This is an optimization exercise on Yosys and OpenROAD, whose aim is small area, a short achievable clock period and few clock cycles, not a production implementation.

S:
==> flow/design.v <==
module dcache_hit (
   input  logic [7:0][24:0] tags,
   input  logic [7:0]       valid,
   input  logic [24:0]      addr_tag,
   input  logic [2:0]       idx,
   output logic             hit
);
   logic [7:0] line_hit;
   always_comb begin
      for (int i = 0; i < 8; i++) line_hit[i] = valid[i] && (tags[i] == addr_tag);
   end
   assign hit = line_hit[idx];
endmodule
module dcache_rdmux (
   input  logic [7:0][127:0] lines,
   input  logic [2:0]        idx,
   input  logic [1:0]        word,
   input  logic              use_mem,
   input  logic [127:0]      mem,
   output logic [127:0]      line,
   output logic [31:0]       rdata
);
   logic [127:0] src;
   assign line = lines[idx];
   assign src  = use_mem ? mem : line;
   assign rdata = src[word*32 +: 32];
endmodule
module dcache_controller (
   input  logic         CLK,
   input  logic         RESET_N,
   input  logic         CPU_READ,
   input  logic         CPU_WRITE,
   input  logic [31:0]  CPU_ADDRESS,
   input  logic [31:0]  CPU_WRITEDATA,
   output logic [31:0]  CPU_READDATA,
   output logic         CPU_BUSYWAIT,
   output logic         MEM_READ,
   output logic         MEM_WRITE,
   output logic [27:0]  MEM_ADDRESS,
   output logic [127:0] MEM_WRITEDATA,
   input  logic [127:0] MEM_READDATA,
   input  logic         MEM_BUSYWAIT
);
   logic [7:0][127:0] data_q;
   logic [7:0][24:0]  tag_q;
   logic [7:0]        valid_q;
   logic [7:0]        dirty_q;
   logic              req_old_q;
   logic [24:0]  addr_tag;
   logic [2:0]   addr_idx;
   logic [1:0]   addr_word;
   logic         access;
   logic [24:0]  line_tag;
   logic [127:0] line_data;
   logic         line_vd;
   logic         hit;
   logic         mem_done;
   logic         fill;
   logic         wb_done;
   logic         store_hit;
   logic [127:0] line_in;
   logic         unused_addr_bits;
   assign addr_tag         = CPU_ADDRESS[31:7];
   assign addr_idx         = CPU_ADDRESS[6:4];
   assign addr_word        = CPU_ADDRESS[3:2];
   assign unused_addr_bits = ^CPU_ADDRESS[1:0];
   assign access = CPU_READ ^ CPU_WRITE;
   assign line_tag = tag_q[addr_idx];
   assign line_vd  = valid_q[addr_idx] && dirty_q[addr_idx];
   dcache_hit u_hit (
      .tags(tag_q), .valid(valid_q), .addr_tag(addr_tag), .idx(addr_idx), .hit(hit)
   );
   dcache_rdmux u_rd (
      .lines(data_q), .idx(addr_idx), .word(addr_word), .use_mem(req_old_q), .mem(MEM_READDATA),
      .line(line_data), .rdata(CPU_READDATA)
   );
   assign MEM_WRITE     = access && !hit && line_vd;
   assign MEM_READ      = access && !hit && !line_vd;
   assign MEM_ADDRESS   = line_vd ? {line_tag, addr_idx} : CPU_ADDRESS[31:4];
   assign MEM_WRITEDATA = line_data;
   assign mem_done  = req_old_q && !MEM_BUSYWAIT;
   assign fill      = mem_done && !line_vd;
   assign wb_done   = mem_done && line_vd;
   assign store_hit = access && CPU_WRITE && valid_q[addr_idx] && (line_tag == addr_tag);
   assign CPU_BUSYWAIT = !hit && !fill;
   always_comb begin
      for (int w = 0; w < 4; w++) begin
         if (CPU_WRITE && addr_word == w) line_in[w*32 +: 32] = CPU_WRITEDATA;
         else                             line_in[w*32 +: 32] = MEM_READDATA[w*32 +: 32];
      end
   end
   always_ff @(posedge CLK) begin
      for (int i = 0; i < 8; i++) begin
         if (addr_idx == i) begin
            if (fill) tag_q[i] <= addr_tag;
            for (int w = 0; w < 4; w++) begin
               if (fill || (store_hit && addr_word == w)) data_q[i][w*32 +: 32] <= line_in[w*32 +: 32];
            end
            if (fill || store_hit) dirty_q[i] <= CPU_WRITE;
            else if (wb_done)      dirty_q[i] <= 1'b0;
         end
      end
   end
   always_ff @(posedge CLK or negedge RESET_N) begin
      if (!RESET_N) begin
         req_old_q <= 1'b0;
         valid_q   <= 8'd0;
      end else begin
         req_old_q <= (MEM_READ || MEM_WRITE) && !mem_done;
         if (fill) valid_q[addr_idx] <= 1'b1;
      end
   end
endmodule
Settings: LEC_CHECK=0, CAP_MARGIN=20, CORE_MARGIN=2, CORE_UTILIZATION=55, PLACE_DENSITY=0.65, SETUP_SLACK_MARGIN=3.4, SLEW_MARGIN=20, TNS_END_PERCENT=30; clock period 9.0 ns.
standard.sh (not shown) runs the stock make flow with config.mk's settings and CLKGATE_MAP_FILE= SYNTH_SCRIPT=/design/flow/synth_recipe.tcl, a recipe that flattens the netlist after the stock synthesis.
==> flow/flow/run.sh <==
#!/bin/bash
# Standard layout, with plain buffers on the ports (instead of delay cells), resizing free to
# change a cell's footprint, and a clock tree of fewer, smaller buffers without dummy loads.
# Every tool's output goes to a log file in this folder.
set -euo pipefail
export BUFFER_PORTS_ARGS="-buffer_cell sky130_fd_sc_hd__buf_1"
export CTS_ARGS="-sink_clustering_enable -repair_clock_nets -dont_use_dummy_load -root_buf sky130_fd_sc_hd__clkbuf_16 -buf_list {sky130_fd_sc_hd__clkbuf_8} -sink_clustering_size 16 -sink_clustering_max_diameter 60"
bash standard.sh MATCH_CELL_FOOTPRINT=0 finish > standard.log 2>&1
For P, these inputs were changed with respect to S:
-- flow/design.v --
<<< S, line 6
   output logic             hit
);
   logic [7:0] line_hit;
   always_comb begin
      for (int i = 0; i < 8; i++) line_hit[i] = valid[i] && (tags[i] == addr_tag);
   end
   assign hit = line_hit[idx];
endmodule
module dcache_rdmux (
>>> P, line 6
   output logic             hit
);
   assign hit = valid[idx] && (tags[idx] == addr_tag);
endmodule
module dcache_rdmux (
<<< S, line 21
   output logic [31:0]       rdata
);
   logic [127:0] src;
   assign line = lines[idx];
   assign src  = use_mem ? mem : line;
   assign rdata = src[word*32 +: 32];
endmodule
module dcache_controller (
>>> P, line 17
   output logic [31:0]       rdata
);
   assign line = lines[idx];
   always_comb begin
      if (use_mem) rdata = mem[word*32 +: 32];
      else         rdata = line[word*32 +: 32];
   end
endmodule
module dcache_controller (
<<< S, line 82
   assign fill      = mem_done && !line_vd;
   assign wb_done   = mem_done && line_vd;
   assign store_hit = access && CPU_WRITE && valid_q[addr_idx] && (line_tag == addr_tag);
   assign CPU_BUSYWAIT = !hit && !fill;
   always_comb begin
>>> P, line 79
   assign fill      = mem_done && !line_vd;
   assign wb_done   = mem_done && line_vd;
   assign store_hit = access && CPU_WRITE && hit;
   assign CPU_BUSYWAIT = !hit && !fill;
   always_comb begin
## What came out
Between P and S, it is P whose number of cell instances on the worst register-to-register path is lower, by 1. Run comparison: P capturing instance or port of the critical path MEM_WRITE; S capturing instance or port of the critical path data_q[177]. Sort S and P by post-CTS setup repair buffer count asc -> top: S. S and P ended up with nearly the same count of flip-flops and latches. Of S and P, the run reporting the lower horizontal die dimension was P. P has global routing usage on met1 below what S had. The first-pass GRT wire length number comes out higher for S vs P. Post-cts repair resize count in P vs S: up 48.
No functional check of the RTL was part of any run of this note.

afterwards: timing with drivers on the ports:
How much do the figures lean on ideal ports? The routed layouts below were timed once more, with nothing changed but the port constraints. Step 1 assumes that a clkbuf_16 drives the clock port and a buf_2 every other input. Step 2 times the ports against the registers' clock, not the clock port: input delays grow and output delays shrink by t, the midpoint of the rising clock arrivals with the driver on. Slacks: ideal ports / drivers / drivers and shift; pairs: ideal ports / drivers.
run	t, ns	slack for setup (ns)	clock arrival spread, ns	worst register clock-pin slew, ns
S	0.713	3.357 / 3.024 / 2.359	0.072 / 0.072	0.11 / 0.11
P	0.696	3.010 / 2.734 / 2.415	0.094 / 0.094	0.10 / 0.10
After both steps setup and hold are still met in every run listed. The setup slack of S, which loses most, moves by -0.333 ns with the drivers and by -0.998 ns with both steps.
